This is an optimization exercise on Yosys and OpenROAD, whose aim is small area, a short achievable clock period and few clock cycles per item, not a production implementation. RTL that was checked went through simulation tests only; none was proved equivalent to the original. No activity file was given, so power comes from the tool's default toggle rates.

// shortest_remaining_time_scheduler
module shortest_remaining_time_scheduler (
  input  logic                          clk,
  input  logic                          rst,
  input  logic                          in_valid,
  output logic                          in_ready,
  input  srtf_pkg::in_item_t            in_data,
  output logic                          out_valid,
  input  logic                          out_ready,
  output srtf_pkg::out_item_t           out_data,
  input  logic                          cfg_valid,
  output logic                          cfg_ready,
  input  logic [srtf_pkg::PC_W-1:0]     cfg_data
);
  localparam int N  = srtf_pkg::MAX_JOBS;
  localparam int TW = srtf_pkg::TIME_W;
  localparam int SW = srtf_pkg::SUM_W;
  logic               a_valid, s_valid, a_take;
  srtf_pkg::in_item_t a_item, s_item, a_next;
  logic               fire;
  assign cfg_ready = 1'b1;
  assign in_ready  = !s_valid;
  assign a_take    = fire || !a_valid;
  assign a_next    = a_take ? (s_valid ? s_item : in_data) : a_item;
  always_ff @(posedge clk) begin
    if (rst) begin
      a_valid  <= 1'b0;
      s_valid  <= 1'b0;
    end else begin
      if (a_take) begin
        a_valid <= s_valid || in_valid;
        s_valid <= 1'b0;
      end else if (in_valid && !s_valid) begin
        s_valid <= 1'b1;
      end
    end
    a_item <= a_next;
    if (!a_take && !s_valid) begin
      s_item <= in_data;
    end
  end
  logic [srtf_pkg::PC_W-1:0] pc;
  logic [srtf_pkg::PC_W-1:0] done;
  logic [TW-1:0]             t1;            
  logic                      held_valid;
  logic [N-1:0]              held_oh;       
  logic [TW-1:0]             held_rem;      
  logic [TW-1:0]             held_act;      
  logic                      act_ok;
  logic [N-1:0][TW-1:0]      rem;           
  ...
Size in the first run: ~170 I/O pins, ~67000 sq um of cells after synthesis.
Settings: LEC_CHECK=0, CAP_MARGIN=20, CORE_MARGIN=2, CORE_UTILIZATION=55, CTS_CLUSTER_DIAMETER=80, CTS_CLUSTER_SIZE=25, SETUP_SLACK_MARGIN=5, SLEW_MARGIN=20, TNS_END_PERCENT=5; clock period 10.0 ns.
standard.sh (not shown) runs the stock make flow with config.mk's settings and CLKGATE_MAP_FILE= SYNTH_SCRIPT=/design/flow/synth_recipe.tcl, a recipe that flattens the netlist after the stock synthesis.
==> flow/flow/run.sh <==
#!/bin/bash
set -uo pipefail
MARGIN=$(cat flow/margin.txt)
sed -E "s/SETUP_SLACK_MARGIN=[0-9.]+/SETUP_SLACK_MARGIN=${MARGIN}/" standard.sh > standard_margin.sh
grep -q "SETUP_SLACK_MARGIN=${MARGIN} " standard_margin.sh || { echo "margin not set" >&2; exit 1; }
bash standard_margin.sh > flow_make.log 2>&1
==> flow/flow/margin.txt <==
6.5
The baseline completed without violations.
Testbench counts at the start, summed over its fixed seeds: cycles 10,373, items 9,864.
Edit:
--- a/flow/design.v
+++ b/flow/design.v
@@ -190,25 +190,24 @@
     a_item <= a_next;
     if (!a_take && !s_valid) begin
       s_item <= in_data;
     end
   end
   logic [srtf_pkg::PC_W-1:0] pc;
   logic [srtf_pkg::PC_W-1:0] done;
   logic [TW-1:0]             t1;            
   logic                      held_valid;
   logic [N-1:0]              held_oh;       
   logic [TW-1:0]             held_rem;      
   logic [TW-1:0]             held_act;      
-  logic                      act_ok;
   logic [N-1:0][TW-1:0]      rem;           
   logic [N-1:0]              alive;         
   logic [N-1:0]              arrived, arrived_next;
   logic [N-1:0]              alive_next;
   logic [srtf_pkg::PC_W-1:0] pc_next;
   logic [N*N-1:0]            ord;           
   logic                      c_valid, d_valid;
   srtf_pkg::step_t           c_q, c_in;
   srtf_pkg::times_t          d_q, d_in;
   logic                      adv;
   assign adv = !out_valid || out_ready;
   function automatic logic [1:0] cmp_lt_le(input logic [TW-1:0] a, input logic [TW-1:0] b);
@@ -233,35 +232,34 @@
     end
     g4 = g3[1] | (e3[1] & g3[0]);
     e4 = e3[1] & e3[0];
     cmp_lt_le = {g4, g4 | e4};
   endfunction
   logic               a_load, a_tick, run_over, flush;
   logic               load_go, tick_go, load_wr;
   logic [N-1:0]       cand, win, lt, le, chosen, one, load_dec, wr_row;
   logic [TW-1:0]      rem_c, now_cmp, new_rem;
   logic               any, preempt, switch_job, run, comp, one_c, release_held;
   logic               keep_held;
   logic [N-1:0]       newarr, arr_eq, lim;
-  logic               p_hit, p_chk, chk_due, recheck;
+  logic               p_hit, p_chk, recheck;
   logic [TW-1:0]      cmp_x;
   logic [srtf_pkg::PC_W-1:0] done_inc;
   assign a_load   = a_valid && !a_item.operation;
   assign a_tick   = a_valid &&  a_item.operation;
   assign run_over = done >= pc;
-  assign flush    = a_load && held_valid && act_ok;
-  assign chk_due  = a_tick && !run_over && held_valid && p_chk;
-  assign recheck  = chk_due && act_ok;
+  assign flush    = a_load && held_valid;
+  assign recheck  = a_tick && !run_over && held_valid && p_chk;
   assign load_wr  = a_load && !held_valid && !(c_valid && c_q.comp);
-  assign fire     = a_valid && (!c_valid || adv) && !chk_due &&
+  assign fire     = a_valid && (!c_valid || adv) && !flush && !recheck &&
                     !(a_load && !load_wr);
   assign load_go  = fire && a_load;
   assign tick_go  = fire && a_tick && !run_over;
   always_comb begin
     for (int j = 0; j < N; j++) begin
       lim[j]      = pc[4] || (4'(j) < pc[3:0]);
       {lt[j], le[j]} = cmp_lt_le(rem[j], cmp_x);
       one[j]      = rem[j] == TW'(1);
       load_dec[j] = a_item.slot == 4'(j);
     end
   end
   assign cand = alive & arrived & lim & ~held_oh;
@@ -269,25 +267,29 @@
     .cand (cand),
     .ord  (ord),
     .win  (win)
   );
   always_comb begin
     rem_c = '0;
     for (int j = 0; j < N; j++) begin
       rem_c = rem_c | (rem[j] & {TW{win[j]}});
     end
   end
   assign any          = |cand;
   assign preempt      = held_valid && !p_chk && p_hit;
-  assign cmp_x        = (held_valid && act_ok) ? held_act : held_rem;
+  logic          unused_c1;
+  srtf_add #(.W(TW)) u_dec1 (
+    .a (held_rem), .b ({TW{1'b1}}), .cin (1'b0), .sum (held_act), .cout (unused_c1)
+  );
+  assign cmp_x        = held_valid ? held_act : held_rem;
   assign newarr       = arr_eq & ~arrived & alive & lim;
   assign switch_job   = held_valid ? preempt : any;
   assign run          = held_valid || any;
   assign chosen       = switch_job ? win : held_oh;
   assign one_c        = |(win & one);
   assign comp         = run && (switch_job ? one_c : (held_rem == TW'(2)));
   assign release_held = (a_tick && !run_over && preempt) || flush;
   assign wr_row       = (held_oh & {N{release_held}}) | (load_dec & {N{load_wr}});
   logic [TW-1:0] t1_inc;
   logic          t1_ovf;
   srtf_add #(.W(TW)) u_inc (
     .a (t1), .b ('0), .cin (1'b1), .sum (t1_inc), .cout (t1_ovf)
@@ -347,49 +349,25 @@
       p_chk <= 1'b1;
     end else if (recheck) begin
       p_chk <= 1'b0;
     end else if (tick_go) begin
       p_chk <= (run && !comp && !switch_job) ? |(newarr & lt) : |newarr;
     end
     if (recheck) begin
       p_hit <= |(cand & lt);
     end else if (tick_go) begin
       p_hit <= 1'b0;
     end
   end
-  logic [TW-1:0] hr_m1, hr_m2, act_m1;
-  logic          unused_c1, unused_c2, unused_c3, cont;
-  srtf_add #(.W(TW)) u_dec1 (
-    .a (held_rem), .b ({TW{1'b1}}), .cin (1'b0), .sum (hr_m1), .cout (unused_c1)
-  );
-  srtf_add #(.W(TW)) u_dec2 (
-    .a (held_rem), .b ({{(TW-1){1'b1}}, 1'b0}), .cin (1'b0), .sum (hr_m2), .cout (unused_c2)
-  );
-  srtf_add #(.W(TW)) u_dec3 (
-    .a (held_act), .b ({TW{1'b1}}), .cin (1'b0), .sum (act_m1), .cout (unused_c3)
-  );
-  assign new_rem   = switch_job ? rem_c : hr_m1;
-  assign cont      = tick_go && run && !comp && !switch_job;
-  always_ff @(posedge clk) begin
-    if (rst) begin
-      act_ok <= 1'b0;
-    end else begin
-      act_ok <= !(tick_go && run && !comp && switch_job);
-    end
-    if (cont) begin
-      held_act <= act_ok ? act_m1 : hr_m2;
-    end else begin
-      held_act <= hr_m1;
-    end
-  end
+  assign new_rem   = switch_job ? rem_c : held_act;
   assign keep_held = held_valid && !tick_go && !flush;
   always_ff @(posedge clk) begin
     if (tick_go && run && !comp) begin
       held_rem <= new_rem;
     end else if (!keep_held) begin
       held_rem <= a_next.burst_length;
     end
     for (int j = 0; j < N; j++) begin
       if (wr_row[j]) begin
         rem[j] <= held_valid ? held_act : held_rem;
       end
     end
What happened:
- clock skew stays flat
- maximum frequency drops by 9.4%
- cell area climbs by 1.6%
- worst setup slack got worse by 0.43 ns
- flip-flop and latch count came out lower by 17
- combinational power increases by 24%
- count of clock-buffer cells in the layout stays the same
- hold slack stays flat
- register-to-register slack degrades by 0.43 ns
- clock power fell by about 1%
- wire length barely changes
The RTL of the second run of this note was laid out without a check of its function.

-- port drivers added, routing unchanged --
Ports are ideal in the flow. The routed layouts listed here were re-timed in OpenROAD. Step 1 (the two cells are an assumption about what drives the block):
set clk [get_ports {clk}]
set_driving_cell -lib_cell sky130_fd_sc_hd__clkbuf_16 $clk
set_driving_cell -lib_cell sky130_fd_sc_hd__buf_2 [delete_from_list [all_inputs] $clk]
Step 2 times the ports against the registers' clock, not the clock port: input delays grow and output delays shrink by t, the midpoint of the rising clock arrivals with the driver on. Three values: ideal ports, drivers, drivers and shift; two values: the first two.
| run | t (ns) | setup slack, ns | hold slack, ns |
|---|---|---|---|
| the first run | 0.803 | 5.877 / 5.877 / 5.597 | 0.424 / 0.424 / 0.424 |
| the second run | 0.797 | 5.452 / 5.452 / 5.322 | 0.423 / 0.423 / 0.423 |
After both steps setup and hold are still met in every run listed. The setup slack of the first run, which loses most, moves by 0.000 ns with the drivers and by -0.280 ns with both steps.
